Context: an optimization exercise on an open-source flow, tuned for small area, a short achievable clock period and few clock cycles per item. The choices shown serve that exercise and are no tape-out recipe.
The RTL was checked by simulation tests, not by an equivalence proof against the original design.
No activity file was given, so power comes from the tool's default toggle rates.

==> config.mk <==
export PLATFORM = sky130hd
export DESIGN_NAME = bitmap_block_allocator_top
export DESIGN_NICKNAME = bitmap_block_allocator_top
export VERILOG_FILES = /design/flow/design.v
export SDC_FILE = /design/flow/constraint.sdc
export NUM_CORES = 4
export LEC_CHECK = 0
export CAP_MARGIN = 20
export CORE_MARGIN = 2
export CORE_UTILIZATION = 30
export CTS_BUF_LIST = sky130_fd_sc_hd__clkbuf_4 sky130_fd_sc_hd__clkbuf_8
export CTS_CLUSTER_DIAMETER = 50
export CTS_CLUSTER_SIZE = 14
export PLACE_DENSITY = 0.55
export SETUP_SLACK_MARGIN = 5.0
export SLEW_MARGIN = 20
==> constraint.sdc <==
create_clock -name core_clock -period 8.5 [get_ports {clk_i}]
set_input_delay 1.7000 -clock core_clock [delete_from_list [all_inputs] [get_ports {clk_i}]]
set_output_delay 1.7000 -clock core_clock [all_outputs]
set_load 0.01 [all_outputs]
==> design.v <==
package bba_pkg;
  localparam int BlockIdW = 11;
  localparam int GrantW   = 10;
  localparam int WordW    = 32;
  localparam int BitIdxW  = 5;
  localparam logic FUNC_ALLOC = 1'b0;
  localparam logic FUNC_FREE  = 1'b1;
  localparam logic [1:0] ST_OK      = 2'd0;
  localparam logic [1:0] ST_NO_FREE = 2'd1;
  localparam logic [1:0] ST_RANGE   = 2'd2;
  typedef enum logic [1:0] {
    CMD_ALLOC  = 2'd0,
    CMD_FREE   = 2'd1,
    CMD_REJECT = 2'd2
  } cmd_kind_e;
  typedef struct packed {
    logic                func;
    logic [BlockIdW-1:0] block_id;
  } in_t;
  typedef struct packed {
    logic [GrantW-1:0] granted_block;
    logic [1:0]        status;
  } out_t;
  typedef struct packed {
    cmd_kind_e           kind;
    logic [BlockIdW-2:0] offset;
  } cmd_t;
endpackage
module bba_front #(
  parameter int TOTAL_BLOCKS = 1024
) (
  input  logic                         clk_i,
  input  logic                         rst_ni,
  input  logic [bba_pkg::BlockIdW-1:0] data_start_i,
  input  logic                         in_valid_i,
  output logic                         in_ready_o,
  input  bba_pkg::in_t                 in_data_i,
  output logic                         cmd_valid_o,
  input  logic                         cmd_ready_i,
  output bba_pkg::cmd_t                cmd_o
);
  localparam int BlockIdW = bba_pkg::BlockIdW;
  localparam int LimW = $clog2(TOTAL_BLOCKS + 1);
  localparam int CmpW = (LimW > BlockIdW) ? LimW : BlockIdW;
  logic          in_range;
  logic [BlockIdW-1:0] offset;
  bba_pkg::cmd_t cmd_d, cmd_q;
  logic          vld_q;
  assign in_range = (in_data_i.block_id >= data_start_i) &&
                    (CmpW'(in_data_i.block_id) < CmpW'(TOTAL_BLOCKS));
  assign offset   = in_data_i.block_id - data_start_i;
  always_comb begin
    cmd_d.offset = offset[BlockIdW-2:0];
    if (in_data_i.func == bba_pkg::FUNC_ALLOC) begin
      cmd_d.kind = bba_pkg::CMD_ALLOC;
    end else if (in_range) begin
      cmd_d.kind = bba_pkg::CMD_FREE;
    end else begin
      cmd_d.kind = bba_pkg::CMD_REJECT;
    end
  end
  assign in_ready_o  = !vld_q || cmd_ready_i;
  assign cmd_valid_o = vld_q;
  assign cmd_o       = cmd_q;
  always_ff @(posedge clk_i or negedge rst_ni) begin
    if (!rst_ni) begin
      vld_q <= 1'b0;
    end else if (in_ready_o) begin
      vld_q <= in_valid_i;
    end
  end
  always_ff @(posedge clk_i) begin
    if (in_valid_i && in_ready_o) begin
      cmd_q <= cmd_d;
    end
  end
endmodule
module bba_cmd_fifo (
  input  logic clk_i,
  input  logic rst_ni,
  input  logic hold_i,         
  input  logic pop_ready_i,    
  input  logic push_valid_i,
  output logic push_ready_o,
  input  bba_pkg::in_t  push_data_i,
  output logic pop_valid_o,
  output bba_pkg::in_t  pop_data_o
);
  bba_pkg::in_t ent_q;
  logic         vld_q;
  logic         push;
  assign push_ready_o = !hold_i && (!vld_q || pop_ready_i);
  assign push         = push_valid_i && push_ready_o;
  assign pop_valid_o  = vld_q;
  assign pop_data_o   = ent_q;
  always_ff @(posedge clk_i or negedge rst_ni) begin
    if (!rst_ni) begin
      vld_q <= 1'b0;
    end else if (push) begin
      vld_q <= 1'b1;
    end else if (pop_ready_i) begin
      vld_q <= 1'b0;
    end
  end
  always_ff @(posedge clk_i) begin
    if (push) begin
      ent_q <= push_data_i;
    end
  end
endmodule
module bba_back (
  input  logic                         clk_i,
  input  logic                         rst_ni,
  input  logic [bba_pkg::BlockIdW-1:0] data_start_i,
  input  logic                         new_valid_i,
  input  bba_pkg::cmd_t                new_cmd_i,
  output logic                         take_o,
  output logic                         clr_busy_o,
  output logic                         out_valid_o,
  input  logic                         out_ready_i,
  output logic [bba_pkg::GrantW+1:0]   out_data_o
);
  localparam int GrantW  = bba_pkg::GrantW;
  localparam int WordW   = bba_pkg::WordW;
  localparam int BitIdxW = bba_pkg::BitIdxW;
  localparam int NWords  = 32;
  localparam int WW      = 5;
  localparam int RespW   = GrantW + 2;
  function automatic logic [NWords-1:0] lowest_one(input logic [NWords-1:0] v);
    logic [NWords-1:0] below;
    below = '0;
    for (int i = 1; i < NWords; i++) begin
      below[i] = below[i-1] | v[i-1];
    end
    lowest_one = v & ~below;
  endfunction
  function automatic logic at_most_one(input logic [31:0] v);
    logic [31:0] any, many;
    any  = v;
    many = '0;
    for (int w = 1; w < 32; w = w * 2) begin
      for (int i = 0; i + w < 32; i = i + 2 * w) begin
        many[i] = many[i] | many[i+w] | (any[i] & any[i+w]);
        any[i]  = any[i] | any[i+w];
      end
    end
    at_most_one = !many[0];
  endfunction
  function automatic logic [WW-1:0] enc32(input logic [31:0] oh);
    logic [WW-1:0] r;
    r = '0;
    for (int i = 0; i < 32; i++) begin
      if (oh[i]) r = r | WW'(i);
    end
    enc32 = r;
  endfunction
  logic [NWords*WordW-1:0] mem_q;
  logic [NWords-1:0]       full_q, full_d;
  logic [NWords-1:0]       first_d;
  logic                    clr_q;
  logic [NWords-1:0]  wvalid, lastw;
  logic [WordW-1:0]   bmask;
  logic [WW-1:0]      lw_idx;
  logic [BitIdxW-1:0] lb_idx;
  assign lw_idx = ~data_start_i[9:5];
  assign lb_idx = ~data_start_i[4:0];
  always_comb begin
    for (int i = 0; i < NWords; i++) begin
      wvalid[i] = !data_start_i[10] && (WW'(i) <= lw_idx);
      lastw[i]  = !data_start_i[10] && (WW'(i) == lw_idx);
    end
    for (int i = 0; i < WordW; i++) begin
      bmask[i] = (BitIdxW'(i) <= lb_idx);
    end
  end
  logic                 go, room, load, is_alloc, is_free;
  logic                 cmd_v_q;
  bba_pkg::cmd_kind_e   kind_q;
  logic [BitIdxW-1:0]   fb_q;
  logic [NWords-1:0]    sel_q, sel_d, we, new_fw_oh;
  logic [WordW-1:0]     fb_oh;
  logic [WordW-1:0]     rdata, rmask, zero_oh, wdata, wdata_op;
  logic                 any_first, is_last, is_last_q, is_last_d, hit, word_full;
  logic [NWords-1:0]    avail, pe_keep, pe_next;
  assign is_alloc = (kind_q == bba_pkg::CMD_ALLOC);
  assign is_free  = (kind_q == bba_pkg::CMD_FREE);
  assign go       = cmd_v_q && room;
  assign take_o   = !clr_q && (!cmd_v_q || room);
  assign load     = new_valid_i && take_o;
  always_comb begin
    for (int i = 0; i < WordW; i++) begin
      fb_oh[i] = (fb_q == BitIdxW'(i));
    end
    for (int i = 0; i < NWords; i++) begin
      new_fw_oh[i] = (new_cmd_i.offset[9:5] == WW'(i));
    end
  end
  always_comb begin
    if (load) begin
      if (new_cmd_i.kind == bba_pkg::CMD_ALLOC) begin
        sel_d = first_d;
      end else if (new_cmd_i.kind == bba_pkg::CMD_FREE) begin
        sel_d = new_fw_oh;
      end else begin
        sel_d = '0;
      end
    end else begin
      sel_d = is_alloc ? first_d : sel_q;
    end
  end
  always_ff @(posedge clk_i or negedge rst_ni) begin
    if (!rst_ni) begin
      cmd_v_q <= 1'b0;
    end else if (load) begin
      cmd_v_q <= 1'b1;
    end else if (go) begin
      cmd_v_q <= 1'b0;
    end
  end
  always_ff @(posedge clk_i) begin
    if (load) begin
      kind_q <= new_cmd_i.kind;
      fb_q   <= new_cmd_i.offset[4:0];
    end
    sel_q     <= sel_d;
    is_last_q <= is_last_d;
  end
  always_comb begin
    rdata = '0;
    for (int i = 0; i < NWords; i++) begin
      rdata = rdata | (mem_q[i*WordW +: WordW] & {WordW{sel_q[i]}});
    end
  end
  assign any_first = |sel_q;
  assign is_last   = is_last_q;
  assign rmask     = rdata | (is_last ? ~bmask : '0);
  assign zero_oh   = lowest_one(~rmask);
  assign hit       = any_first && !(&rmask);
  assign wdata_op  = is_alloc ? (rdata | zero_oh) : (rdata & ~fb_oh);
  assign word_full = hit && at_most_one(~rdata);
  always_comb begin
    for (int i = 0; i < NWords; i++) begin
      we[i] = clr_q || (go && sel_q[i]);
    end
  end
  assign wdata = wdata_op & {WordW{!clr_q}};
  always_comb begin
    for (int i = 0; i < NWords; i++) begin
      full_d[i] = we[i] ? (!clr_q && is_alloc && word_full) : full_q[i];
    end
  end
  assign avail   = ~full_q & wvalid;
  assign pe_keep = lowest_one(avail | ((go && is_free) ? sel_q : '0));
  assign pe_next = lowest_one(avail & ~sel_q);
  assign first_d = (go && is_alloc && word_full) ? pe_next : pe_keep;
  assign is_last_d = (go && is_alloc && word_full) ? |(pe_next & lastw) :
                                                     |(pe_keep & lastw);
  always_ff @(posedge clk_i) begin
    for (int i = 0; i < NWords; i++) begin
      if (we[i]) mem_q[i*WordW +: WordW] <= wdata;
    end
    full_q  <= full_d;
  end
  always_ff @(posedge clk_i or negedge rst_ni) begin
    if (!rst_ni) begin
      clr_q <= 1'b1;
    end else begin
      clr_q <= 1'b0;
    end
  end
  assign clr_busy_o = clr_q;
  logic             res_v_q;
  logic             res_g_q;
  logic [1:0]       res_st_q;
  logic [WW-1:0]    res_w_q;
  logic [BitIdxW-1:0] res_b_q;
  logic [RespW-1:0] resp;
  logic [GrantW-1:0] grant;
  logic [1:0]       cnt_q, cnt_d;
  logic [RespW-1:0] head_q, tail_q;
  logic             push, pop;
  assign push   = res_v_q && (cnt_q != 2'd2);
  assign pop    = (cnt_q != 2'd0) && out_ready_i;
  assign room   = !clr_q && (!res_v_q || (cnt_q != 2'd2));
  always_ff @(posedge clk_i or negedge rst_ni) begin
    if (!rst_ni) begin
      res_v_q <= 1'b0;
    end else if (go) begin
      res_v_q <= 1'b1;
    end else if (push) begin
      res_v_q <= 1'b0;
    end
  end
  always_ff @(posedge clk_i) begin
    if (go) begin
      res_w_q <= enc32(sel_q);
      res_b_q <= enc32(zero_oh);
      res_g_q <= is_alloc && hit;
      if (is_alloc) begin
        res_st_q <= hit ? bba_pkg::ST_OK : bba_pkg::ST_NO_FREE;
      end else if (is_free) begin
        res_st_q <= bba_pkg::ST_OK;
      end else begin
        res_st_q <= bba_pkg::ST_RANGE;
      end
    end
  end
  assign grant = res_g_q ?
                 GrantW'(data_start_i[9:0] + {res_w_q, res_b_q}) : '0;
  assign resp  = {grant, res_st_q};
  always_comb begin
    cnt_d = cnt_q;
    if (push && !pop) cnt_d = cnt_q + 2'd1;
    else if (pop && !push) cnt_d = cnt_q - 2'd1;
  end
  always_ff @(posedge clk_i or negedge rst_ni) begin
    if (!rst_ni) begin
      cnt_q <= 2'd0;
    end else begin
      cnt_q <= cnt_d;
    end
  end
  always_ff @(posedge clk_i) begin
    if (pop) begin
      head_q <= (cnt_q == 2'd2) ? tail_q : resp;
    end else if (push && cnt_q == 2'd0) begin
      head_q <= resp;
    end
    if (push && (cnt_q - 2'(pop)) == 2'd1) begin
      tail_q <= resp;
    end
  end
  assign out_valid_o = (cnt_q != 2'd0);
  assign out_data_o  = head_q;
endmodule
module bitmap_block_allocator_top #(
  parameter int TOTAL_BLOCKS = 1024
) (
  input  logic                clk_i,
  input  logic                rst_ni,
  input  logic                cfg_we_i,
  input  logic [bba_pkg::BlockIdW-1:0] cfg_wdata_i,
  input  logic                in_valid_i,
  output logic                in_ready_o,
  input  logic [bba_pkg::BlockIdW:0]   in_data_i,
  output logic                out_valid_o,
  input  logic                out_ready_i,
  output logic [bba_pkg::GrantW+1:0]   out_data_o
);
  localparam int BlockIdW = bba_pkg::BlockIdW;
  logic [BlockIdW-1:0] data_start_q;
  bba_pkg::in_t        q_req;
  bba_pkg::cmd_t       front_cmd;
  logic                q_valid, q_ready, c_valid, take, clr_busy;
  always_ff @(posedge clk_i or negedge rst_ni) begin
    if (!rst_ni) begin
      data_start_q <= '0;
    end else if (cfg_we_i) begin
      data_start_q <= cfg_wdata_i;
    end
  end
  bba_cmd_fifo u_fifo (
    .clk_i       (clk_i),
    .rst_ni      (rst_ni),
    .hold_i      (clr_busy),
    .pop_ready_i (q_ready),
    .push_valid_i(in_valid_i),
    .push_ready_o(in_ready_o),
    .push_data_i (in_data_i),
    .pop_valid_o (q_valid),
    .pop_data_o  (q_req)
  );
  bba_front #(
    .TOTAL_BLOCKS(TOTAL_BLOCKS)
  ) u_front (
    .clk_i       (clk_i),
    .rst_ni      (rst_ni),
    .data_start_i(data_start_q),
    .in_valid_i  (q_valid),
    .in_ready_o  (q_ready),
    .in_data_i   (q_req),
    .cmd_valid_o (c_valid),
    .cmd_ready_i (take),
    .cmd_o       (front_cmd)
  );
  bba_back u_back (
    .clk_i       (clk_i),
    .rst_ni      (rst_ni),
    .data_start_i(data_start_q),
    .new_valid_i (c_valid),
    .new_cmd_i   (front_cmd),
    .take_o      (take),
    .clr_busy_o  (clr_busy),
    .out_valid_o (out_valid_o),
    .out_ready_i (out_ready_i),
    .out_data_o  (out_data_o)
  );
endmodule
==> run.sh <==
#!/bin/bash
# synth_recipe.tcl (not shown) runs the flow's synth.tcl, then flattens the netlist and writes it again
# the make line also repeats each setting of config.mk as NAME=value (left out here)
make -C /OpenROAD-flow-scripts/flow DESIGN_CONFIG=/design/flow/config.mk WORK_HOME=/design/flow/orfs CLKGATE_MAP_FILE= SYNTH_SCRIPT=/design/flow/synth_recipe.tcl finish
==> results.txt, run 1 <==
For the final routed database, the setup TNS stands at 0 ns. The estimated wirelength of the detail-placed design is roughly 100000 um. The biggest cell delay along the critical path is around 0.42 ns. The layout filler cell count came out at 14375. Global routing used 32.40% of the available met1 tracks.

Counting every sink on the clock net gives 1175. The clock passes through at most 3 buffers. The standard cell core area is about 160000 sq um. The peak supply drop is 0.1314 mV. By area the synthesized netlist is led by edfxtp_1 (73%), a22oi_1 (7.7%), nand4_1 (2.0%), nand2_1 (1.4%), nor2_1 (0.95%). The worst clock skew came out at 0.08589 ns.

Of all cell types, the one taking the most synthesized area is edfxtp_1. The global-route congestion overflow total came out at 0. The part of the Yosys area used for sequential elements came out at between 70% and 80%. The pin count of the biggest net entering global routing came out at 44. Along the worst hold path, the cell count comes to 0. The static leakage power is 20.88 nW. The wire length after detailed routing came out at 213600 um. The area share of the leading cell type in the synthesized netlist is about 73%. The tightest min-delay check is of the reg2reg type. The ratio of cells with drive above 1 in the final layout came out at around 28%. STA classifies the critical path startpoint as a flip-flop. The number of hold buffers added after cts is 0. The worst register-to-register path has a depth of 18. The number of buffers created by CTS is 116.

After synthesis, the mean cell area works out to 15.20 sq um. STA classifies the critical path endpoint as a flip-flop. The worst pin sits at a relative slew slack of 19.27%. At the pin with the least slew margin, the transition time is ~1.2 ns. The clock transition at the registers of the reported paths came out at 0.09 ns. Setup violations remaining at the end of the flow were counted as 0. After synthesis the netlist holds a flip-flop and latch count of 1175. The path type of the worst setup path is reg2reg. The met2 track utilization from global routing came out at 37.43%. The slowest stage of the critical path is the edfxtp_1 cell. Data on the critical path arrives at its endpoint at 4.55 ns.

The number of violations of the max-capacitance limit came out at 0. The run finished with no timing, DRC or antenna violations. The gate count of the mapped netlist came out at approximately 3100.

The total number of vias came out at 36434. CTS built an H-tree with a depth of 3. Setup repair after global routing could not meet its margin everywhere.

During synthesis, Yosys emitted a total of 4 warnings. The startpoint identified for the worst register-to-register timing path is u_back.sel_q[4]$_DFFE_PP_. STA puts the critical path data required time at 9.05 ns. The global routing stage identified its most utilized layer as met2. Setup slack on the worst reg-to-reg path comes out at about 4.5 ns. The number of primary I/O pins came out at 42. The final count of hold timing violations came out at 0. The number of DRC markers in iteration 0 came out at 6198. The all-layer global routing usage came out at 24.83%. The later pin in the worst-skew pair is clocked with a latency of 0.86 ns. In the synthesized netlist the dominant register cell turns out to be edfxtp_1. The first detailed-routing pass ran for 7 iterations. The number of global-route vias before repair is 33551. The starting density of the core is 30.22%.

The cell chosen for the clock root is clkbuf_8. The final max-slew violation count came out at 0. Of all nets on the critical path, the largest fanout is 6. The highest attainable clock frequency came out at approximately 250 MHz.

The initial antenna violation count is 12. Yosys mapped the design onto 88 distinct sky130hd cell types. The routed length per instance came out at 36.94 um.

The power per standard cell area came out at 226.5 nW/um^2. The cell count after placement is 5210. The hold path startpoint is u_front.cmd_q[2]$_DFFE_PP_. The count of buffers added on input and output ports is 41. The number of placement rows is 146. Traced cell by cell, the critical path runs through buf_12 > buf_8 > buf_12 > a22oi_2 > nand4_1 > buf_4 > nor4_4 > a31oi_2 > and4bb_2 > nor4bb_4 > buf_4 > a31o_4 > nor4_4 > buf_6 > buf_6 > buf_16 > mux2i_1 > o22ai_1. The number of nets in the layout came out at about 3700.

The floorplan step set the die height to 403.4 um. The met3 track utilization from global routing came out at 6.951%. The share of flip-flops with an asynchronous set or reset after synthesis is 1.532%. The final antenna-violating net count came out at 0. The first global-routing pass estimated 280400 um of wire. The die extent in x came out at 403.4 um. The die area is 162700 sq um.

The non-filler instance count after layout came out at 5781. The final critical path takes up 47.07% of the cycle. The worst hold path endpoint is u_back.fb_q[2]$_DFFE_PP_.

The netlist area before placement is 47860 sq um. In this run the critical register-to-register path is captured at u_back.sel_q[23]$_DFFE_PP_. In this run, synthesis inferred 1156 flip-flops with an integrated enable.

The weighted congestion reported at the end of routability-driven placement came out at 0.9801. The area growth from synthesis to layout is 27.78%. TritonCTS built the clock tree. The worst path needs 4.001 ns of the cycle, external delays included. When the netlist entered floorplanning its net count stood at 3200. The ratio of routed vias to standard cells came out at 6.302.

The residual DRC count came out at 0. The total chip power is 0.01385 W.
-- registers in the layout, indices dropped and copies added (netlist names), 2 cells and up --
signal           flops
data_start_q        11
u_back.cnt_q         2
u_back.fb_q          5
u_back.full_q       32
u_back.head_q       12
u_back.kind_q        2
u_back.mem_q      1024
u_back.res_b_q       5
u_back.res_st_q      2
u_back.res_w_q       5
u_back.sel_q        32
u_back.tail_q       12
u_fifo.ent_q        12
u_front.cmd_q       12
-- cell type report --
class	instances	area [sq um]	share of cell area (%)
clock inverters	62	789.5	1.291
clock buffers	128	1693	2.768
diodes	9	22.52	0.03683
flip-flops and latches	1175	35200	57.56
repair buffers	548	7167	11.72
multi-input cells	1741	13510	22.09
inverters	46	181.4	0.2967
well taps	2072	2592	4.239
-- kinds of logic (layout without fill, tap and decap cells) --
logic type | after synthesis | after routing | synth area share [%]
AO/OA/AOI/OAI | 861 | 867 | 13.04
flip-flops | 1175 | 1175 | 73.52
other | 1 | 10 | 0.007836
multiplexers | 24 | 24 | 0.5412
buffers and inverters | 244 | 784 | 2.549
XOR/XNOR | 17 | 17 | 0.3111
AND/OR/NAND/NOR | 802 | 808 | 9.373
adder cells (fa/ha/maj) | 24 | 24 | 0.6588
-- cells in the mapped netlist (18+ instances only) --
cell / number
buf_1: 32
nor2_1: 121
o211ai_1: 18
o21ai_0: 87
nor2b_1: 19
nor4_2: 23
nand4_1: 151
nor3_1: 49
and2_1: 26
nand3_1: 54
a21oi_1: 67
a22oi_1: 492
buf_2: 75
nor4_1: 49
a221oi_1: 27
edfxtp_1: 1156
clkbuf_1: 60
ha_1: 22
buf_6: 19
inv_1: 45
nand2_1: 180
-- per-stage QoR --
step | area [sq um] | util, % | setup WS [ns] | hold slack [ns]
global route | 61130 | 38.60 | 4.445 | 0.4356
floorplan | 48030 | - | 4.341 | 0.4003
finish | 61150 | 38.61 | 4.499 | 0.4286
detailed placement | 51360 | 32.43 | 3.105 | 0.4057
global placement | 51310 | 32.40 | 3.222 | 0.4065
CTS | 58820 | 37.14 | 4.628 | 0.4313
-- what timing repair did --
item	in CTS	in global routing
gates resized for setup	436	230
gates cloned	53	33
endpoints found under the setup margin	1667	1036
pin swaps	82	114
buffers inserted	207	78
-- report_power, final --
group / internal (W) / switching, W / total [W]
logic: 0.000910 / 0.00185 / 0.00276
clock network: 0.00175 / 0.00215 / 0.00390
registers: 0.00699 / 0.000193 / 0.00718
-- routing by layer --
metal	part of all wire (%)	wire length (um)
met5	0.029	62
met4	6.7	14340
met3	14	29140
met2	43	92600
met1	36	77430
-- critical path, delay by kind of cell, from the launching register on --
family | cells | cell delay (ns)
AO/OA/AOI/OAI | 4 | 0.66
buffers and inverters | 8 | 1.23
flip-flops | 1 | 0.42
multiplexers | 1 | 0.20
AND/OR/NAND/NOR | 5 | 1.14
-- worst max path at each step --
stage	cells past startpoint	startpoint	end
final	18	u_back.sel_q[4]$_DFFE_PP_	u_back.sel_q[23]$_DFFE_PP_
after floorplan	6	u_back.cnt_q[1]$_DFFE_PN0P_	u_back.full_q[10]$_DFFE_PP_
after global routing	17	u_back.sel_q[18]$_DFFE_PP_	u_back.sel_q[23]$_DFFE_PP_
after global placement	12	u_back.sel_q[4]$_DFFE_PP_	u_back.mem_q[218]$_DFFE_PP_
after detailed placement	12	u_back.sel_q[4]$_DFFE_PP_	u_back.mem_q[346]$_DFFE_PP_
after CTS	16	u_back.sel_q[26]$_DFFE_PP_	u_back.sel_q[23]$_DFFE_PP_
-- cell usage in the layout, fill, tap and decap left out, types with 16 or more instances in the layout --
cell	instances
edfxtp_1	1156
nand2_2	28
a22oi_2	63
nor3_1	43
a22oi_1	429
a22o_1	17
nand4_1	151
buf_4	246
nor4_1	31
o21ai_1	17
buf_6	84
nor4_2	16
nand3_1	41
buf_16	37
ha_1	22
clkbuf_16	22
nor2b_1	19
nor2_4	16
nor4_4	28
a21oi_1	57
and2_1	23
nand2_1	144
o21ai_0	54
inv_1	42
nor2_1	101
clkdlybuf4s50_1	39
clkbuf_8	117
o211ai_1	18
buf_12	95
Testbench counts, summed over its fixed seeds: cycles 11,248, items 11,200.
==> run 2: changes to the inputs <==
--- a/config.mk
+++ b/config.mk
@@ -14,3 +14,3 @@
 export PLACE_DENSITY = 0.55
-export SETUP_SLACK_MARGIN = 5.0
+export SETUP_SLACK_MARGIN = 4.5
 export SLEW_MARGIN = 20
==> run 2 against run 1 <==
Via count down 7.2%. Core utilization down 2.8 points. Critical path depth down 3. Cell area down 7.1%. Sequential share of layout area up 4.4 points. First-iteration DRC count down 17%. Fmax down 2.3%. Synthesized cell count unchanged. Setup slack worse by 0.092 ns. Total power down 3.9%. Clock power down 2%. Cell count down 3.7%. Largest power group unchanged.
==> results.txt, run 2 <==
The run finished with no timing, DRC or antenna violations. The ratio of routed vias to standard cells is 6.076. The worst setup path is captured at a flip-flop. The number of violations of the max-capacitance limit came out at 0. The number of enable-type register cells in the synthesized netlist is 1156.

In the final layout, the registers with the most flip-flops are u_back.mem_q: 1024 flops, u_back.full_q: 32 flops, u_back.sel_q: 32 flops. The path type of the worst setup path is reg2reg. For this run the aggregate overflow at the end of global routing stands at 0. Counting instances in the post-synthesis netlist gives the leading cell types as edfxtp_1 (1156), a22oi_1 (492), nand2_1 (180), nand4_1 (151), nor2_1 (121). Leaving out fill and tap cells, the most frequent cells in the layout are edfxtp_1 (1156), a22oi_1 (481), buf_4 (192). The die extent in x is 403.4 um. STA puts the critical path data required time at 9.20 ns. The routed length per instance is 34.78 um. The layout-stage area growth over the synthesis result came out at 18.65%. The pin count of the biggest net entering global routing is between 40 and 50. The portion of the clock cycle consumed by the worst path in the final layout came out at 48.16%.

The height of the die is 403.4 um. In the routed design, unresolved DRC markers number 0. The part of the Yosys area used for sequential elements is 73.52%. The worst setup path is launched from a flip-flop. The die area is roughly 160000 sq um.

The estimated wirelength of the detail-placed design came out at between 100000 and 150000 um. The total number of vias came out at between 30000 and 40000. The gate count of the mapped netlist came out at 3148. The number of iterations in the first detailed-routing pass came out at 9.

The worst-case setup slack after placement came out at 3.104 ns. The final-layout setup total negative slack is 0 ns. Setup slack on the critical path of the routed design comes to 4.406 ns. The worst hold path belongs to the class reg2reg. Yosys printed 4 warnings. The post-synthesis register bit count came out at between 1000 and 1500. The number of clock sinks is approximately 1200.

The peak supply drop is 0.1385 mV. The highest attainable clock frequency is ~240 MHz. The setup violation total in the final timing report is 0.

The number of levels in the clock H-tree is 3. The number of placement rows came out at 146. The initial antenna violation count is 5.

The final max-slew violation count is 0. The number of different library cells in the post-synthesis netlist came out at 88. Summed over its instances, the top area cell type makes up 72.54% of the synthesized netlist area. The number of global-route vias before repair came out at 32210. The netlist area before placement came out at 47860 sq um.

The register with the most flip-flops in the layout has 1024 of them. The worst slew margin relative to its limit came out at 19.76%. The worst clock skew came out at roughly 0.11 ns.

The power per standard cell area is 234.4 nW/um^2. The static leakage power came out at about 19 nW. In this run the mean area of a mapped cell was approximately 15 sq um. The number of DRC markers in iteration 0 is 5140.

The worst path arrival time came out at 4.80 ns. By area the synthesized netlist is led by edfxtp_1 (73%), a22oi_1 (7.7%), nand4_1 (2.0%), nand2_1 (1.4%), nor2_1 (0.95%). The standard cell core area came out at 158400 sq um.

TritonCTS built the clock tree. The first global-routing pass estimated ~260000 um of wire. The library cell used most frequently in the layout, excluding fill and tap cells, is edfxtp_1.

On the final layout, the worst hold slack is between 0.4 and 0.5 ns. Hold repair after CTS inserted 0 buffers. The number of nets in the layout is 3464. The register containing the most flip-flops in the final layout is u_back.mem_q. The final layout contains routed wiring with a total length of 193600 um. The number of primary I/O pins is 42. The largest fanout of any net on the critical path came out at 19. The all-layer global routing usage is roughly 23%.

For the worst-skew pair, the clock arrives at the later sink with an insertion delay of roughly 0.94 ns. The transition at the pin with the smallest max-transition slack is 1.199 ns. The total chip power came out at 0.01331 W. After synthesis, the share of flip-flops with an asynchronous set or reset is 1.532%.

The net count of the mapped netlist is 3200. The weighted congestion reported at the end of routability-driven placement came out at a little under 1. The starting density of the core came out at 30.22%.

The most common cell in the synthesized netlist is edfxtp_1. The clock transition at the registers of the reported paths came out at 0.08 ns. The time the worst path needs with I/O delays and setup came out at 4.094 ns. The final count of hold timing violations came to 0. The detail route stage leaves a number of antenna-violating nets equal to 0. The clock passes through at most 3 buffers.

Input and output buffers added on the ports amount to just over 40. Clock tree synthesis inserted a total of 119 buffers. For this run, the leading register cell type out of synthesis is edfxtp_1. The post-route netlist has between 20% and 30% of its cells at a drive strength greater than 1.

Of all cell types, the one taking the most synthesized area is edfxtp_1. The cell chosen for the clock root is clkbuf_8. Setup repair after global routing could not meet its margin everywhere.
run 2: cell counts after synthesis:
No cell type changed its count.
run 2: area by class of cell:
cell class                 count  area, sq um
multi-input combinational   1737        12640
antenna                        1        2.502
sequential                  1175        35190
clock buffer                 131         1734
fill                       14944       101600
inverter                      46        181.4
timing repair buffer         333         3689
clock inverter                71        745.7
tap                         2072         2592
run 2: path summary, 6_finish.rpt:
path / startpoint / end / slack, ns / cells past startpoint
setup reg to reg: u_back.sel_q[11]$_DFFE_PP_ / u_back.sel_q[7]$_DFFE_PP_ / 4.41 / 15
hold / removal: u_front.cmd_q[0]$_DFFE_PP_ / u_back.fb_q[0]$_DFFE_PP_ / 0.42 / 0
setup / recovery: u_back.sel_q[11]$_DFFE_PP_ / u_back.sel_q[7]$_DFFE_PP_ / 4.41 / 15
hold reg to reg: u_front.cmd_q[0]$_DFFE_PP_ / u_back.fb_q[0]$_DFFE_PP_ / 0.42 / 0
min in group asynchronous: rst_ni / data_start_q[0]$_DFFE_PN0P_ / 1.37 / 1
max in group asynchronous: rst_ni / data_start_q[5]$_DFFE_PN0P_ / 6.45 / 1
run 2: where the power goes:
| part | internal [W] | leakage, nW | switching [W] | total, W |
|---|---|---|---|---|
| Combinational | 0.000657 | 6.12 | 0.00165 | 0.00231 |
| Sequential | 0.00699 | 11.6 | 0.000178 | 0.00717 |
| Clock | 0.00165 | 1.25 | 0.00218 | 0.00383 |
run 2: through the flow:
step	util (%)	cells	cell area (sq um)
4_1_cts	35.32	5527	55940
5_1_grt	35.85	5566	56780
3_3_place_gp	32.40	5209	51320
3_5_place_dp	32.43	5210	51360
6_report	35.85	5566	56780
2_1_floorplan	-	3148	47890
run 2: critical path, cell delays in order (launching register included):
cell       delay, ns
edfxtp_1        0.48
buf_4           0.17
buf_8           0.25
a22oi_1         0.18
nand4_1         0.15
nor4_2          0.05
buf_4           0.20
a22oi_1         0.37
o211ai_1        0.21
nor4_4          0.33
a31o_4          0.24
nor4_4          0.04
buf_6           0.18
clkbuf_16       0.19
or4b_2          0.68
o211ai_1        0.11
run 2: per-layer routing:
metal	GRT usage [%]	routed length [um]	vias up
met4	10.05	8926	4
met5	0	27	-
met3	3.901	20660	442
met2	36.33	88760	2407
li1	-	-	13459
met1	30.93	75210	17506
run 2: what timing repair did:
item                                     CTS  global route
pin swaps                                 40            34
endpoints found under the setup margin  1589           539
setup buffers                            101            31
endpoints found under the hold margin      0             0
cloned                                    14             6
gates resized for setup                  189            88
run 2: logic make-up after synthesis:
family | after synthesis | synth area share [%]
compound gates | 861 | 13.04
buf+inv | 244 | 2.549
mux | 24 | 0.5412
other cells | 1 | 0.007836
flops | 1175 | 73.52
fa+ha+maj | 24 | 0.6588
simple gates | 802 | 9.373
xor+xnor | 17 | 0.3111
==> run 3: changes to the inputs <==
--- a/design.v
+++ b/design.v
@@ -197,15 +197,17 @@
   end
+  logic              use_first, fill;
+  logic [NWords-1:0] sel_other, sel_fill, sel_keep;
   always_comb begin
     if (load) begin
-      if (new_cmd_i.kind == bba_pkg::CMD_ALLOC) begin
-        sel_d = first_d;
-      end else if (new_cmd_i.kind == bba_pkg::CMD_FREE) begin
-        sel_d = new_fw_oh;
-      end else begin
-        sel_d = '0;
-      end
+      use_first = (new_cmd_i.kind == bba_pkg::CMD_ALLOC);
+      sel_other = (new_cmd_i.kind == bba_pkg::CMD_FREE) ? new_fw_oh : '0;
     end else begin
-      sel_d = is_alloc ? first_d : sel_q;
+      use_first = is_alloc;
+      sel_other = is_alloc ? '0 : sel_q;
     end
   end
+  assign fill     = go && is_alloc && word_full;
+  assign sel_fill = ({NWords{use_first}} & pe_next) | sel_other;
+  assign sel_keep = ({NWords{use_first}} & pe_keep) | sel_other;
+  assign sel_d    = fill ? sel_fill : sel_keep;
   always_ff @(posedge clk_i or negedge rst_ni) begin
@@ -254,4 +256,4 @@
   assign pe_next = lowest_one(avail & ~sel_q);
-  assign first_d = (go && is_alloc && word_full) ? pe_next : pe_keep;
-  assign is_last_d = (go && is_alloc && word_full) ? |(pe_next & lastw) :
+  assign first_d = fill ? pe_next : pe_keep;
+  assign is_last_d = fill ? |(pe_next & lastw) :
                                                      |(pe_keep & lastw);
--- a/config.mk
+++ b/config.mk
@@ -14,3 +14,3 @@
 export PLACE_DENSITY = 0.55
-export SETUP_SLACK_MARGIN = 4.5
+export SETUP_SLACK_MARGIN = 5.0
 export SLEW_MARGIN = 20
==> run 3 against run 2 <==
Still clean. Flip-flop and latch count stayed put. Wire length is 7.5% higher. Clock skew is 0.039 ns lower. Die area is 0.46% lower.
==> results.txt, run 3 <==
The run finished with no timing, DRC or antenna violations. In this run, CTS created clock tree buffers numbering 121. The global-route congestion overflow total is 0. The number of buffers and inverters on the critical path is 7.

The number of nets handed over by synthesis was 3200. The footprint of the multi-input gates came out at between 10000 and 15000 sq um. In the global route stage, met2 resource usage came out at a little under two fifths. The total number of yosys warnings is 4. The number of levels in the clock H-tree came out at 3.

The peak supply drop came out at 0.1366 mV. The worst slew margin relative to its limit came out at 13.76%. The final-layout setup total negative slack came out at 0 ns. TritonCTS built the clock tree. The gate count of the mapped netlist is about 3100. The number of iterations in the first detailed-routing pass came out at 6. The final count of hold timing violations came out at 0. The number of hold buffers added after cts is 0. The library cells used most frequently in the layout, excluding fill and tap cells, are edfxtp_1 (1124), a22oi_1 (499), buf_4 (241). The final antenna-violating net count is 0.

The worst clock skew is ~0.07 ns. The critical path is of the reg2reg type. The most common library cell in the layout ignoring fill and taps is edfxtp_1. Counting flops and latches in the post-synthesis netlist gives between 1000 and 1500. The cell with the largest stage delay on the worst path is or4_4. The insertion delay of the later-clocked pin in the worst-skew pair is 0.91 ns.

The number of primary I/O pins is 42. The clock transition at the registers of the reported paths came out at around 0.090 ns. The residual DRC count is 0. Setup repair after global routing could not meet its margin everywhere. The number of DRC markers in iteration 0 came out at roughly 6500. The final max-slew violation count is 0. The cell taking the most area after synthesis is edfxtp_1. Cells with a size suffix above 1 make up between 20 and 30% of the layout. Entering global routing, the biggest net connects roughly 70 pins. The standard cell core area came out at roughly 160000 sq um. The area share of the leading cell type in the synthesized netlist came out at 70.86%. The tree is rooted in a clkbuf_8. The share of flip-flops with an asynchronous set or reset after synthesis is ~1.5%. In the global route stage, overall resource usage came out at between 20% and 30%.

Traced cell by cell, the critical path runs through buf_12 > buf_16 > a22oi_2 > nand4_1 > or4_4 > buf_4 > o2111ai_2 > nor4_2 > nand3_1 > buf_6 > nor4_4 > buf_6 > buf_12 > buf_12 > o211ai_1. The met3 track utilization from global routing came out at 5.865%. In this design, the stage delay of the slowest critical-path cell is between 0.6 and 0.7 ns. The number of clock sinks is 1175. u_back.mem_q holds more flip-flops than any other register. The total number of vias is 35799. The highest attainable clock frequency came out at 260.3 MHz. STA classifies the critical path startpoint as a flip-flop. Ranked by total cell area, the synthesized netlist is headed by edfxtp_1 (71%), a22oi_1 (8.2%), nand4_1 (2.0%), dfxtp_1 (1.4%), buf_2 (1.3%).

Detailed placement finished with a half-perimeter wire length of 105800 um. The power per standard cell area came out at 236.5 nW/um^2. The synthesized area divided by synthesized cell count is 15.13 sq um. Using the TritonRoute via totals, the vias-per-cell ratio works out to 6.206. The worst-case setup slack after placement is 3.531 ns.

In the final routed layout, each cell accounts on average for 36.06 um. The routed design has 208000 um of wire. The number of flip-flops under the largest register name is 1024. In this design, the critical path's most frequently occurring cell is buf_12. The global routing's busiest layer is met2. The sort of element at the end of the critical path is a flip-flop. The smallest clock period supported by the final layout is computed as 3.841 ns. The initial utilization of the core area, before any placement, comes to between 30% and 40%. Sequential elements use 73.19% of the synthesized area. In this run the horizontal extent of the chip is between 400 and 500 um. The height of the die came out at 402.5 um. For the pin with the worst max-slew slack, the measured transition is 1.294 ns. The slack of the critical path is 4.659 ns.

The die area came out at ~160000 sq um. The path class of the tightest hold or removal check is reg2reg. The setup violation total in the final timing report is 0. For this run, the leading register cell type out of synthesis is edfxtp_1. The largest fanout of any net on the critical path is 7. The count of buffers from port buffering came out at 41. In this design, the largest share of critical-path delay is due to simple AND/OR/NAND/NOR gates. The weighted congestion reported at the end of routability-driven placement came out at 1.015.

The number of placement rows came out at about 150. The number of enable-type register cells in the synthesized netlist came out at 1124. The number of global-route vias before repair was 32937. For met1 alone, demand over resource in global routing was 32.62%. The tightest hold path in the finished design has a slack of 0.4215 ns. The layout filler cell count is 14598. The final critical path takes up 45.19% of the cycle. The number of violations of the max-capacitance limit is 0. The first global-routing pass estimated 276200 um of wire. The worst endpoint required time is 9.21 ns. The netlist area before placement came out at 47630 sq um. Counting instances in the post-synthesis netlist gives the leading cell types as edfxtp_1 (1124), a22oi_1 (523), nand4_1 (149), nand2_1 (132), buf_2 (119). The number of nets in the layout is 3649. By instance count, the leading cell after synthesis is edfxtp_1. Across the whole layout, storage elements account for 34990 sq um. The static leakage power is 20.58 nW. The initial antenna violation count came out at 8.

The layout-stage area growth over the synthesis result is 25.91%. The worst path arrival time came out at 4.55 ns. The number of different library cells used by synthesis comes to 88.

The maximum buffer depth of the clock tree is 3. The largest registers in the layout are u_back.mem_q: 1024 flops, u_back.full_q: 32 flops, u_back.sel_q: 32 flops.
## run 3: timing repair
item	in CTS	in global routing
buffers inserted	230	50
pin swaps	101	67
endpoints found under the setup margin	1064	784
gates resized for setup	413	183
cloned	36	21
## run 3: cell type report
cell class / count / share of cell area (%)
repair buffers: 515 / 10.31
well taps: 2072 / 4.322
multi-input cells: 1745 / 22.35
clock inverters: 73 / 1.281
inverters: 39 / 0.2629
flip-flops and latches: 1175 / 58.34
diodes: 6 / 0.02503
clock buffers: 143 / 3.104
## run 3: where the power goes
group	switching, W	total (W)	internal [W]	leakage (nW)
clock	0.00221	0.00398	0.00177	1.35
sequential	0.000261	0.00763	0.00737	12.0
combinational	0.00169	0.00257	0.000881	7.23
## run 3: cells by family after synthesis
group / Yosys count / share of synthesized area (%)
AOI/OAI and AO/OA: 906 / 13.94
xor gates and xnor gates: 19 / 0.3493
adders and majority gates: 24 / 0.6619
buffers and inverters: 243 / 2.417
DFF: 1175 / 73.19
muxes: 21 / 0.4781
other: 1 / 0.007872
and+or+nand+nor: 759 / 8.954
## run 3: path summary, 6_finish.rpt
check	start	end	slack (ns)	cells after the start
min in group asynchronous	rst_ni	u_back.res_v_q$_DFFE_PN0P_	1.31	1
max	u_back.sel_q[14]$_DFF_P_	u_back.sel_q[19]$_DFF_P_	4.66	15
min reg2reg	u_front.cmd_q[3]$_DFFE_PP_	u_back.fb_q[3]$_DFFE_PP_	0.42	0
max in group asynchronous	rst_ni	data_start_q[1]$_DFFE_PN0P_	6.49	1
max reg2reg	u_back.sel_q[14]$_DFF_P_	u_back.sel_q[19]$_DFF_P_	4.66	15
min	u_front.cmd_q[3]$_DFFE_PP_	u_back.fb_q[3]$_DFFE_PP_	0.42	0
## run 3: per-layer routing
metal | wire length (um) | vias up
met2 | 91780 | 2973
li1 | - | 13882
met3 | 25940 | 653
met5 | 13 | -
met1 | 77810 | 18289
met4 | 12470 | 2
## run 3: through the flow
step / instances / total power (W) / cell area [sq um] / util (%)
after floorplan: 3148 / 0.008644 / 47790 / -
after global placement: 5206 / 0.009539 / 51110 / 32.35
after detailed placement: 5209 / 0.009575 / 51160 / 32.38
after CTS: 5691 / 0.01390 / 58480 / 37.01
after global routing: 5766 / 0.01454 / 59970 / 37.95
final: 5768 / 0.01418 / 59980 / 37.96
Testbench counts of run 3, summed over its fixed seeds: cycles 11,248, items 11,200.
==> run 4: changes to the inputs <==
--- a/config.mk
+++ b/config.mk
@@ -9,3 +9,3 @@
 export CORE_MARGIN = 2
-export CORE_UTILIZATION = 30
+export CORE_UTILIZATION = 45
 export CTS_BUF_LIST = sky130_fd_sc_hd__clkbuf_4 sky130_fd_sc_hd__clkbuf_8
@@ -13,3 +13,3 @@
 export CTS_CLUSTER_SIZE = 14
-export PLACE_DENSITY = 0.55
+export PLACE_DENSITY = 0.65
 export SETUP_SLACK_MARGIN = 5.0
==> run 4 against run 3 <==
Combinational power fell by 4%. Setup slack gained 0.079 ns. Core utilization increased by 17 points. Non-clock buffer count down 68. Critical path depth grew 3. Flip-flop and latch count stayed put. Fmax is 2.1% higher. Register-to-register slack better by 0.08 ns. Area after synthesis unchanged. Clock skew is 0.0034 ns lower. Largest power group unchanged.
==> results.txt, run 4 <==
The tool flagged a number of max-cap violations equal to 0. The worst clock skew came out at 0.06691 ns. The insertion delay of the later-clocked pin in the worst-skew pair came out at ~0.84 ns. The all-layer global routing usage came out at 35.68%.

The portion of the clock cycle consumed by the worst path in the final layout is 44.26%. The worst endpoint required time is 9.20 ns. The netlist area before placement came out at 47630 sq um.

The peak supply drop came out at 0.1506 mV. Ranked by flip-flop count, first place goes to u_back.mem_q. The end-of-flow core utilization is 55.12%.

The total number of yosys warnings came out at 4. The routed length per instance is 40.03 um. The part of the Yosys area used for sequential elements is between 70% and 80%.

Leaving out fill and tap cells, the most frequent cell in the layout is edfxtp_1. By area the synthesized netlist is led by edfxtp_1 (71%), a22oi_1 (8.2%), nand4_1 (2.0%), dfxtp_1 (1.4%), buf_2 (1.3%). The number of iterations in the first detailed-routing pass is 12. The cell count along the critical path is 18.

Summing all flip-flop and latch instances after layout gives 35000 sq um. The starting density of the core is 45.32%. The transition at the pin with the smallest max-transition slack is ~1.1 ns. The post-synthesis register bit count is 1175. The critical path's top delay family is buffers and inverters. The cell chosen for the clock root is clkbuf_8. The floorplan step defined a core boundary enclosing 105100 sq um. The maximum buffer depth of the clock tree is 3. The synthesized area divided by synthesized cell count came out at 15.13 sq um. The layout-stage area growth over the synthesis result is 21.64%. The number of clock sinks came out at roughly 1200. Setup repair after global routing could not meet its margin everywhere. Along the worst hold path, the cell count comes to 0. The top cell types in the final layout, fill and taps aside, are edfxtp_1 (1124), a22oi_1 (514), buf_4 (221).

The final antenna-violating net count came out at 0. The number of levels in the clock H-tree came out at 3. TritonCTS built the clock tree.

The biggest cell delay along the critical path came out at roughly 0.46 ns. The total number of vias came out at 35791. Entering global routing, the biggest net connects 58 pins. The sort of element at the end of the critical path is a flip-flop. The clock transition at the registers of the reported paths is 0.09 ns. Summed over all instances, the cell type with the most area after synthesis is edfxtp_1. Among all cell types in the netlist, the one instantiated most often is edfxtp_1. For this block, the initial DRC count from the detailed router was just under 7000. The part of the total power dissipated in sequential elements is between 50 and 60%. The number of placement rows is around 120. Synthesis produced a netlist with a net count of 3200. The critical path is of the reg2reg type. The clock network fraction of design power came out at between 20% and 30%.

Dividing total power by cell area gives a power density of 238.4 nW/um^2. In this run the tool buffered the top-level ports with 41 buffer cells. The worst reg-to-reg path cell count came out at 18. The die extent in x came out at 329.4 um. The internal power component came out at approximately 0.01 W. In the final layout, the registers with the most flip-flops are u_back.mem_q: 1024 flops, u_back.full_q: 32 flops, u_back.sel_q: 32 flops. The die area is ~110000 sq um. The footprint of the multi-input gates came out at around 13000 sq um. The number of global-route vias before repair came out at around 33000. The initial antenna violation count came to 5. The startpoint identified for the worst hold timing path is u_front.cmd_q[1]$_DFFE_PP_.

The number of enable-type register cells in the synthesized netlist is 1124. The area share of the leading cell type in the synthesized netlist came out at 70.86%. Walking the worst path, the cells encountered are buf_12 > buf_16 > buf_4 > a22oi_1 > nand4_1 > nor4_2 > buf_4 > buf_4 > a22oi_1 > nand2_1 > nor4_4 > nand3_1 > buf_4 > nor4_4 > buf_12 > buf_6 > mux2i_4 > nand2_1. Of all flip-flops after synthesis, the portion carrying an async set or reset was 1.532%. The switching power total came out at 0.004001 W. The most numerous cell type found on the critical path is buf_4.

Setup violations remaining at the end of the flow were counted as 0. The estimated wirelength of the detail-placed design is 98810 um. The final count of hold timing violations was 0. The cell with the largest stage delay on the worst path is dfxtp_4. The worst register-to-register path begins at u_back.sel_q[4]$_DFF_P_. The share of total power consumed by net switching is 28.97%. The number of flip-flops under the largest register name is 1024.

The number of buffers and inverters on the critical path came out at 8. The static leakage power is 20.02 nW. Pin placement for this block handled 42 I/O pins. The first global-routing pass estimated 266100 um of wire. The launching instance or port of the critical path is u_back.sel_q[4]$_DFF_P_. The number of nets in the layout came out at 3573.

The gate count of the mapped netlist came out at 3148. The worst path arrival time is 4.46 ns. Counting I/O delays and the setup requirement, the final critical path takes 3.762 ns. Among all flip-flop cells after synthesis, the most frequent one is edfxtp_1.

Ranked by instance count, the synthesized netlist is headed by edfxtp_1 (1124), a22oi_1 (523), nand4_1 (149), nand2_1 (132), buf_2 (119). The largest fanout of any net on the critical path is 7. The highest attainable clock frequency is ~270 MHz. The run finished with no timing, DRC or antenna violations.

The ratio of routed vias to standard cells is roughly 7.2. The final-layout setup total negative slack is 0 ns. The global-route congestion overflow total came out at 0. The combinational cell fraction of total power came out at 17.9%. The layout filler cell count came out at 8334.

For this run, design rule violations remaining after detail routing come to 0. The final max-slew violation count is 0. STA classifies the critical path startpoint as a flip-flop. The path category of the worst min-delay check is reg2reg.

The height of the die came out at approximately 330 um. Routability-driven placement finished with a final weighted congestion of 1.041. The ratio of cells with drive above 1 in the final layout is 24.76%. The final layout contains routed wiring with a total length of roughly 200000 um. Synthesis instantiated 88 different standard cells from the library.

In this run the tightest slew margin relative to its limit is 22.57%. The number of buffers created by CTS came out at 115.
-- run 4: cell counts after synthesis --
No cell type changed its count.
-- run 4: logic make-up (layout without fill, tap and decap cells) --
group,count (synthesis),count (layout),share of synthesized area (%)
other cells,1,2,0.007872
fa+ha+maj,24,24,0.6619
xor+xnor,19,19,0.3493
compound gates,906,915,13.94
mux,21,21,0.4781
simple gates,759,763,8.954
buf+inv,243,669,2.417
flops,1175,1175,73.19
-- run 4: power groups by stage --
| stage | combinational [W] | sequential, W | clock, W |
|---|---|---|---|
| 2_1_floorplan | 0.000966 | 0.00768 | 0 |
| 3_3_place_gp | 0.00175 | 0.00778 | 0 |
| 3_5_place_dp | 0.00176 | 0.00780 | 0 |
| 4_1_cts | 0.00215 | 0.00763 | 0.00369 |
| 5_1_grt | 0.00253 | 0.00770 | 0.00389 |
| 6_report | 0.00247 | 0.00764 | 0.00369 |
-- run 4: repair_timing --
item / 4_1_cts / 5_1_grt
gates cloned: 30 / 18
gates resized for setup: 303 / 144
setup buffers: 185 / 59
hold buffers: 0 / 0
pin swaps: 63 / 72
setup endpoints to repair: 1069 / 775
-- run 4: per-layer routing --
layer / vias up / GRT usage [%] / part of all wire, %
met5: - / 0 / 0.055
met4: 16 / 20.96 / 7.9
met3: 863 / 11.38 / 16
met2: 3500 / 52.43 / 42
met1: 17700 / 46.63 / 34
li1: 13712 / - / -
-- run 4: metrics by stage --
stage | total power [W] | instance area [sq um] | setup WS [ns] | std cells | hold WS, ns
after floorplan | 0.008644 | 47790 | 5.006 | 3148 | 0.4003
after global placement | 0.009527 | 50040 | 2.934 | 4500 | 0.4006
after detailed placement | 0.009563 | 50070 | 3.058 | 4501 | 0.4140
after CTS | 0.01347 | 56370 | 4.825 | 4899 | 0.4309
after global routing | 0.01411 | 57940 | 4.662 | 4979 | 0.4328
final | 0.01381 | 57940 | 4.738 | 4979 | 0.4278
-- run 4: cell type report --
type / count / area share, %
Sequential cell: 1175 / 60.40
Multi-Input combinational cell: 1743 / 22.71
Timing Repair Buffer: 447 / 9.592
Tap cell: 1391 / 3.004
Clock buffer: 126 / 2.907
Clock inverter: 57 / 1.110
Inverter: 39 / 0.2656
Antenna cell: 1 / 0.004319
-- run 4: path summary, 6_finish.rpt --
kind | endpoint | slack, ns
max | u_back.sel_q[1]$_DFF_P_ | 4.74
min | u_back.fb_q[1]$_DFFE_PP_ | 0.43
max reg2reg | u_back.sel_q[1]$_DFF_P_ | 4.74
min reg2reg | u_back.fb_q[1]$_DFFE_PP_ | 0.43
max in group asynchronous | data_start_q[1]$_DFFE_PN0P_ | 6.38
min in group asynchronous | u_fifo.vld_q$_DFFE_PN0P_ | 1.41
==> run 5: changes to the inputs <==
--- a/config.mk
+++ b/config.mk
@@ -14,3 +14,3 @@
 export PLACE_DENSITY = 0.65
-export SETUP_SLACK_MARGIN = 5.0
+export SETUP_SLACK_MARGIN = 4.5
 export SLEW_MARGIN = 20
==> run 5 against run 4 <==
Still clean on timing, DRC and antenna. Total power shrank 4.6%. Combinational power down about 20%. Die area did not move. Setup slack worse by 0.30 ns. Via count down 6.0%. Sequential share of layout area increased by 4.5 points. Register-to-register slack worse by 0.30 ns. Largest cell class unchanged. Highest routed layer unchanged.
==> results.txt, run 5 <==
The flow ran to the end and the layout has no timing, DRC or antenna violations. The worst clock skew came out at 0.06886 ns. The sort of element at the end of the critical path is a flip-flop.

Summed over its instances, the top area cell type makes up 70.86% of the synthesized netlist area. Setup violations remaining at the end of the flow were counted as 0. The total number of vias came out at 33638. The ratio of cells with drive above 1 in the final layout is between 15 and 20%. The layout-stage area growth over the synthesis result is 13.13%.

The netlist area before placement came out at 47630 sq um. The number of DRC markers in iteration 0 is 5963. In the layout the commonest cells are edfxtp_1 (1124), a22oi_1 (522), buf_4 (150).

The final-layout setup total negative slack is 0 ns. The most repeated library cell on the critical path is nand4_1. The largest registers in the layout are u_back.mem_q: 1024 flops, u_back.full_q: 32 flops, u_back.sel_q: 32 flops. The worst path arrival time is 4.54 ns. Sequential elements use around 73% of the synthesized area. The largest fanout of any net on the critical path is 32. The biggest area contributor in the post-synthesis netlist is edfxtp_1. The estimated wirelength of the detail-placed design came out at 96760 um. The cell with the largest stage delay on the worst path is o21ai_4. The storage element area came out at between 30000 and 40000 sq um. The worst endpoint required time came out at 8.98 ns.

Power spread over the standard cell area amounts to between 200 and 250 nW/um^2. The path type of the worst setup path is reg2reg. The all-layer global routing usage is about a third. The time the worst path needs with I/O delays and setup is 4.060 ns. The number of buffers created by CTS came out at 112.

The die covers ~110000 sq um. By instance count, the leading cell after synthesis is edfxtp_1. The multi-input combinational cells in the finished layout cover a total of 12110 sq um. The clock transition at the registers of the reported paths is 0.09 ns. The insertion delay of the later-clocked pin in the worst-skew pair is 0.85 ns. The first-pass GRT wire length came out at 245200 um. The number of hold buffers added after cts came out at 0.

The global-route congestion overflow total came out at 0. Ranked by total cell area, the synthesized netlist is headed by edfxtp_1 (71%), a22oi_1 (8.2%), nand4_1 (2.0%), dfxtp_1 (1.4%), buf_2 (1.3%). The most frequently used flop master after synthesis is edfxtp_1.

The tree is rooted in a clkbuf_8. In the finished design, the share of the clock period the worst path needs comes to 47.76%. The final count of hold timing violations is 0. The residual DRC count is 0. The initial utilization of the core area, before any placement, comes to 45.32%. Static timing analysis puts the maximum clock frequency at between 200 and 250 MHz.

The cell count after placement came out at 4512. TritonCTS built the clock tree. For this design the static power due to leakage is 18.27 nW. In the synthesized netlist the async set-or-reset flop fraction comes to 1.532%.

The number of placement rows is roughly 120. STA classifies the critical path startpoint as a flip-flop. Summing all placed instances gives a cell area of 50080 sq um. The post-synthesis register bit count came out at 1175. The worst slew margin relative to its limit came out at a little over a fifth. In the synthesized netlist, the cells that appear most often are edfxtp_1 (1124), a22oi_1 (523), nand4_1 (149), nand2_1 (132), buf_2 (119).

Yosys mapped the design onto a little under 90 distinct sky130hd cell types. The peak supply drop is between 0.1 and 0.15 mV. The filler cells instantiated in the layout total 8748. The number of global-route vias before repair came out at between 30000 and 40000. The summed area of non-filler cells in the final layout came out at 53890 sq um. Buffers placed on the I/O ports in this run total a little over 40. The kind of cell with the highest combined delay along the critical path is compound AO/OA/AOI/OAI gates.

The biggest cell delay along the critical path is 0.78 ns. The number of nets in the layout came out at 3365. The maximum buffer depth of the clock tree is 3. The routed length per instance came out at about 38 um. In this run the remaining antenna-violating nets after routing total 0. The synthesized area divided by synthesized cell count is 15.13 sq um. More flip-flops sit in one register than any other, and that register is u_back.mem_q. Setup repair after global routing could not meet its margin everywhere.

The library cell used most frequently in the layout, excluding fill and tap cells, is edfxtp_1. The gate count of the mapped netlist came out at 3148. At the end of routability-driven placement, the weighted congestion stood at 1.025. The number of nets in the synthesized netlist is 3200. Counting both buffers and inverters, the worst setup path holds a total of 2. The die extent in x is between 300 and 400 um. The number of levels in the clock H-tree came out at 3. The number of flip-flops under the largest register name is 1024. The path category of the worst min-delay check is reg2reg. Dividing the detail-routed via count by the number of cells gives 7.048. The non-filler instance count after layout came out at 4773. In this run, synthesis inferred 1124 flip-flops with an integrated enable.

The number of iterations in the first detailed-routing pass is 9. The number of violations of the max-capacitance limit came out at 0. The total number of yosys warnings is 4. The number of primary I/O pins is 42.

The standard cell core area came out at 105100 sq um. The end-of-flow core utilization is 51.26%. The transition at the pin with the smallest max-transition slack came out at between 1 and 1.5 ns. The final layout contains routed wiring with a total length of 180200 um.

The number of clock sinks is approximately 1200. The signal on the critical path passes through buf_12 > a22oi_1 > nand4_1 > nor4_2 > buf_4 > a222oi_1 > o2111ai_1 > a21oi_1 > nand4_1 > o21ai_4. The pin count of the biggest net entering global routing is 47. The initial antenna violation count is 10.

After layout, the design draws a total of 0.01318 W. The final max-slew violation count is 0. From bottom edge to top edge, the die measures 329.4 um.
run 5: metal layers:
layer	vias up	wire, um	global-route usage, %
li1	13237	-	-
met1	16948	65780	44.12
met2	2872	79550	48.75
met3	567	24710	7.792
met4	14	10020	16.22
met5	-	114	0
run 5: path summary, 6_finish.rpt:
path	from	endpoint	slack [ns]	cells after the start
worst max-delay path	u_back.sel_q[7]$_DFF_P_	u_back.mem_q[90]$_DFFE_PP_	4.44	10
worst min-delay path	u_front.cmd_q[0]$_DFFE_PP_	u_back.fb_q[0]$_DFFE_PP_	0.42	0
worst max register to register	u_back.sel_q[7]$_DFF_P_	u_back.mem_q[90]$_DFFE_PP_	4.44	10
worst min register to register	u_front.cmd_q[0]$_DFFE_PP_	u_back.fb_q[0]$_DFFE_PP_	0.42	0
max in group asynchronous	rst_ni	data_start_q[2]$_DFFE_PN0P_	6.41	1
min in group asynchronous	rst_ni	u_back.res_v_q$_DFFE_PN0P_	1.40	1
run 5: metrics by stage:
stage               setup WS, ns  hold WS (ns)
floorplan                  4.547        0.4003
global placement           3.338        0.4049
detailed placement         3.205        0.4062
CTS                        4.465        0.4135
global route               4.404        0.4263
finish                     4.440        0.4219
run 5: logic make-up (layout without fill, tap and decap cells):
family          count (synthesis)  in the layout  share of synthesized area, %
flops                        1175           1175                         73.19
compound gates                906            907                         13.94
simple gates                  759            761                         8.954
buf+inv                       243            470                         2.417
fa+ha+maj                      24             24                        0.6619
mux                            21             21                        0.4781
xor+xnor                       19             19                        0.3493
other cells                     1              5                      0.007872
run 5: cell type report:
| class | instances | area share [%] |
|---|---|---|
| Antenna cell | 4 | 0.01858 |
| Clock buffer | 127 | 3.093 |
| Clock inverter | 52 | 0.9775 |
| Inverter | 39 | 0.2786 |
| Multi-Input combinational cell | 1733 | 22.48 |
| Sequential cell | 1175 | 64.91 |
| Tap cell | 1391 | 3.230 |
| Timing Repair Buffer | 252 | 5.015 |
run 5: repair_timing:
action                     in CTS  in global routing
setup endpoints to repair     890                412
buffers inserted               43                 24
pin swaps                       6                  6
cloned                          4                  6
gates resized for setup       134                 54
run 5: where the power goes:
group / switching [W] / internal, W
logic: 0.00142 / 0.000560
clock network: 0.00205 / 0.00150
registers: 0.000277 / 0.00738
total: 0.00374 / 0.00943
==> run 6: changes to the inputs <==
--- a/config.mk
+++ b/config.mk
@@ -12,5 +12,5 @@
 export CTS_CLUSTER_DIAMETER = 50
-export CTS_CLUSTER_SIZE = 14
+export CTS_CLUSTER_SIZE = 16
 export PLACE_DENSITY = 0.65
-export SETUP_SLACK_MARGIN = 4.5
+export SETUP_SLACK_MARGIN = 5.0
 export SLEW_MARGIN = 20
==> run 6 against run 5 <==
Still clean on timing, DRC and antenna. Core utilization rose by 3.9 points. Area after synthesis did not move. Cell area rose by 7.6%. Critical path depth grew 5. Die area is the same. Clock skew fell by 0.014 ns. Hold slack better by 0.0057 ns. Combinational power grew 22%. Sequential share of layout area decreased by 4.5 points. Sequential power barely moved. Fmax is 7.5% higher. Cell count is 4.6% higher. Critical path type unchanged.
==> results.txt, run 6 <==
The number of levels in the clock H-tree came out at 3. The cell with the largest stage delay on the worst path is or4_4. For this design the static power due to leakage is approximately 20 nW. Global routing consumed, on the met1 layer, 46.91% of the routing resources. In this run the deepest clock path goes through 3 buffers. Using the TritonRoute via totals, the vias-per-cell ratio works out to roughly 7.1.

The global routing stage identified its most utilized layer as met2. The starting density of the core is 45.32%. Counting every instance in the synthesized netlist gives 3148. The total number of yosys warnings is 4. The worst clock skew is 0.05485 ns. The worst reg-to-reg path cell count came out at 15. The clock transition at the registers of the reported paths is 0.09 ns.

Setup repair after global routing could not meet its margin everywhere. The endpoint identified for the worst register-to-register timing path is u_back.res_b_q[2]$_SDFFCE_PP1P_. The congestion estimate from routability-driven global placement came to roughly 1.0. The met2 track utilization from global routing is 52.48%.

The count of buffers from port buffering is 41. The number of different library cells in the post-synthesis netlist is 88. STA classifies the critical path endpoint as a flip-flop. The estimated wirelength of the detail-placed design is a little under 100000 um. The most frequently used flop master after synthesis is edfxtp_1. The net count of the mapped netlist came out at 3200. The worst-case setup slack after placement is 3.058 ns. The setup violation total in the final timing report came out at 0.

The later pin in the worst-skew pair is clocked with a latency of 0.85 ns. The final antenna-violating net count is 0. The path type of the worst setup path is reg2reg. The power per standard cell area is 240.7 nW/um^2.

The synthesized netlist occupies a cell area of 47630 sq um. The completed layout was analyzed and its total power is approximately 0.014 W. The startpoint identified for the worst hold timing path is u_front.cmd_q[1]$_DFFE_PP_. The number of hold buffers added after cts is 0. Of the total power, the clock network draws 27.9%.

The residual DRC count is 0. The worst hold path endpoint is u_back.fb_q[1]$_DFFE_PP_. The peak supply drop came out at 0.1508 mV.

The number of violations of the max-capacitance limit is 0. The layout-stage area growth over the synthesis result came out at 21.69%. For the worst setup path, the data arrival time is about 4.3 ns. The most critical setup path has its startpoint at u_back.sel_q[22]$_DFF_P_. The initial antenna violation count came out at 5. The met3 track utilization from global routing is 9.593%.

The largest registers in the layout are u_back.mem_q: 1024 flops, u_back.full_q: 32 flops, u_back.sel_q: 32 flops. After synthesis the netlist holds a flip-flop and latch count of 1175. The total number of vias came out at 35693. CTS placed an instance of clkbuf_8 at the clock tree root. The wire length after detailed routing is 197000 um. The worst hold path was traced through 0 stages.

The first-pass GRT wire length came out at 263900 um. The tree built by TritonCTS fans out to 1175 sinks. The signal on the critical path passes through buf_12 > buf_16 > buf_12 > buf_12 > a22oi_2 > nand4_1 > or4_4 > o221ai_4 > buf_4 > buf_6 > nor3_4 > nand4b_1 > o41ai_4 > a211oi_2 > nand4_1. The die extent in x is between 300 and 400 um. The area share of the leading cell type in the synthesized netlist came out at 70.86%.

The die area is about 110000 sq um. The biggest cell delay along the critical path came out at 0.59 ns. The height of the die is 329.4 um.

The final max-slew violation count came to 0. By instance count, the cell type seen most on the critical path is buf_12. After synthesis, the cell types taking the most area are edfxtp_1 (71%), a22oi_1 (8.2%), nand4_1 (2.0%), dfxtp_1 (1.4%), buf_2 (1.3%). The synthesized area divided by synthesized cell count came out at around 15 sq um. The standard cell core area came out at between 100000 and 150000 sq um. In the post-route analysis, the smallest setup slack over all paths is 4.724 ns. The library cell used most frequently in the layout, excluding fill and tap cells, is edfxtp_1. The number of global-route vias before repair came out at 32811. The register-to-register setup slack is 4.72 ns. The portion of the clock cycle consumed by the worst path in the final layout is 44.43%. The number of placement rows came out at 119. The share of flip-flops with an asynchronous set or reset after synthesis came out at 1.532%. By count the netlist is led by edfxtp_1 (1124), a22oi_1 (523), nand4_1 (149), nand2_1 (132), buf_2 (119).

In this run the worst path has a maximum fanout of 7. The path category of the worst min-delay check is reg2reg. The worst slew margin relative to its limit came out at 19.92%. The part of the total power dissipated in sequential elements came out at roughly 55%. The worst endpoint required time came out at 8.97 ns. TritonCTS created 110 clock buffers.

The placed instance area came out at 50070 sq um. The first TritonRoute pass finished after 7 iterations. The number of DRC markers in iteration 0 is 7126. The share of total power consumed by net switching is 28.87%. The number of enable-type register cells in the synthesized netlist came out at 1124. The highest attainable clock frequency came out at 264.8 MHz. Summing all non-filler instances in the final layout gives an area of 57970 sq um. The final-layout setup total negative slack came out at 0 ns.

The final count of hold timing violations came to 0. In the post-synthesis netlist, the cell with the most instances is edfxtp_1. The global-route congestion overflow total came out at 0.

The internal portion of the total power is 0.009925 W. The all-layer global routing usage came out at 35.25%. Of all cell types, the one taking the most synthesized area is edfxtp_1. At the pin with the least slew margin, the transition time is 1.195 ns. The combinational cell fraction of total power came out at between 10% and 20%. Counting flops per register, the top entry is u_back.mem_q.

The routed length per instance came out at 39.45 um. The number of primary I/O pins came out at 42. The startpoint identified for the worst register-to-register timing path is u_back.sel_q[22]$_DFF_P_.

The number of nets in the layout came out at 3562. The number of flip-flops under the largest register name came out at 1024. The time the worst path needs with I/O delays and setup is ~3.8 ns. The worst setup path is launched from a flip-flop. The run finished with no timing, DRC or antenna violations. For this design the total switching power over the nets is approximately 0.0040 W. The post-route netlist has approximately 25% of its cells at a drive strength greater than 1. The part of the Yosys area used for sequential elements is 73.19%.

The clock tree from TritonCTS is yes. In the layout the commonest cells are edfxtp_1 (1124), a22oi_1 (512), buf_4 (227). The pin count of the biggest net entering global routing is between 50 and 60.
run 6: cell count changes in the layout (fill, tap and decap cells not counted), moves of 9 or more:
cell,delta
buf_4,+77
buf_12,+51
buf_6,+38
buf_16,+18
nand3_1,-18
nand3_2,+14
nor2_1,-14
a22oi_1,-10
a22oi_2,+10
bufinv_16,+9
nor4_1,-9
run 6: timing repair:
action / in CTS / in global routing
setup endpoints to repair: 1069 / 764
buffers inserted: 186 / 60
gates resized for setup: 322 / 119
cloned: 26 / 13
pin swaps: 57 / 75
run 6: worst max-delay path by stage:
| stage | endpoint | slack (ns) | cells after the start |
|---|---|---|---|
| floorplan | u_back.mem_q[1015]$_DFFE_PP_ | 5.01 | 11 |
| CTS | in_ready_o | 4.81 | 4 |
| finish | u_back.res_b_q[2]$_SDFFCE_PP1P_ | 4.72 | 15 |
| detailed placement | u_back.mem_q[156]$_DFFE_PP_ | 3.06 | 9 |
| global placement | u_back.mem_q[495]$_DFFE_PP_ | 2.93 | 10 |
| global route | u_back.sel_q[0]$_DFF_P_ | 4.71 | 17 |
run 6: worst max-delay path: cells and delay by family, from the launching register on:
family | cells | cell delay (ns)
compound gates | 4 | 0.86
simple gates | 5 | 1.32
buf+inv | 6 | 0.85
flops | 1 | 0.37
run 6: cells by family (layout without fill, tap and decap cells):
group                      count (synthesis)  in the layout  synth area share (%)
DFF                                     1175           1175                 73.19
AOI/OAI and AO/OA                        906            915                 13.94
and+or+nand+nor                          759            763                 8.954
buffers and inverters                    243            681                 2.417
adders and majority gates                 24             24                0.6619
muxes                                     21             21                0.4781
xor gates and xnor gates                  19             19                0.3493
other                                      1              5              0.007872
run 6: final cells by class:
type | count | area [sq um]
Sequential cell | 1175 | 35000
Tap cell | 1391 | 1740
Clock buffer | 119 | 1594
Multi-Input combinational cell | 1743 | 13150
Inverter | 39 | 153.9
Clock inverter | 82 | 923.4
Timing Repair Buffer | 441 | 5395
Antenna cell | 4 | 10.01
Fill cell | 8391 | 47150
run 6: metrics by stage:
step / std cells / hold slack (ns) / util (%)
detailed placement: 4501 / 0.4140 / 47.63
floorplan: 3148 / 0.4003 / -
finish: 4994 / 0.4276 / 55.15
global placement: 4500 / 0.4006 / 47.60
CTS: 4914 / 0.4291 / 53.84
global route: 4991 / 0.4333 / 55.14
run 6: layer usage:
metal | vias up | wire (um)
met1 | 17641 | 67770
met5 | - | 27
met3 | 839 | 29710
met2 | 3482 | 84720
li1 | 13727 | -
met4 | 4 | 14800
run 6: power by group through the flow:
stage,logic (W),registers [W],clock network (W)
6_report,0.00241,0.00765,0.00389
3_3_place_gp,0.00175,0.00778,0
5_1_grt,0.00247,0.00770,0.00410
4_1_cts,0.00215,0.00763,0.00388
2_1_floorplan,0.000966,0.00768,0
3_5_place_dp,0.00176,0.00780,0

## separate check: timing with driven ports
The results above use ideal ports. As a check the final layouts listed here were re-extracted and re-timed, cells and wires unchanged.
Step 1 sets driving cells, clkbuf_16 on the clock port and buf_2 on the other inputs (assumed; they add their load-dependent delay and slew).
Step 2 also shifts input and output timing later by t, the mid clock arrival at the registers, as if the neighbouring blocks saw the same clock.
a / b / c = ideal ports / drivers / drivers and shift; a / b = the first two.
run	shift t [ns]	setup slack, ns
run 1	0.901	4.499 / 4.499 / 4.499
run 2	0.967	4.406 / 4.406 / 4.406
run 3	0.954	4.659 / 4.659 / 4.659
run 4	0.871	4.738 / 4.738 / 4.738
run 5	0.887	4.440 / 4.440 / 4.440
run 6	0.887	4.724 / 4.724 / 4.724
After both steps setup and hold are still met in every run listed.
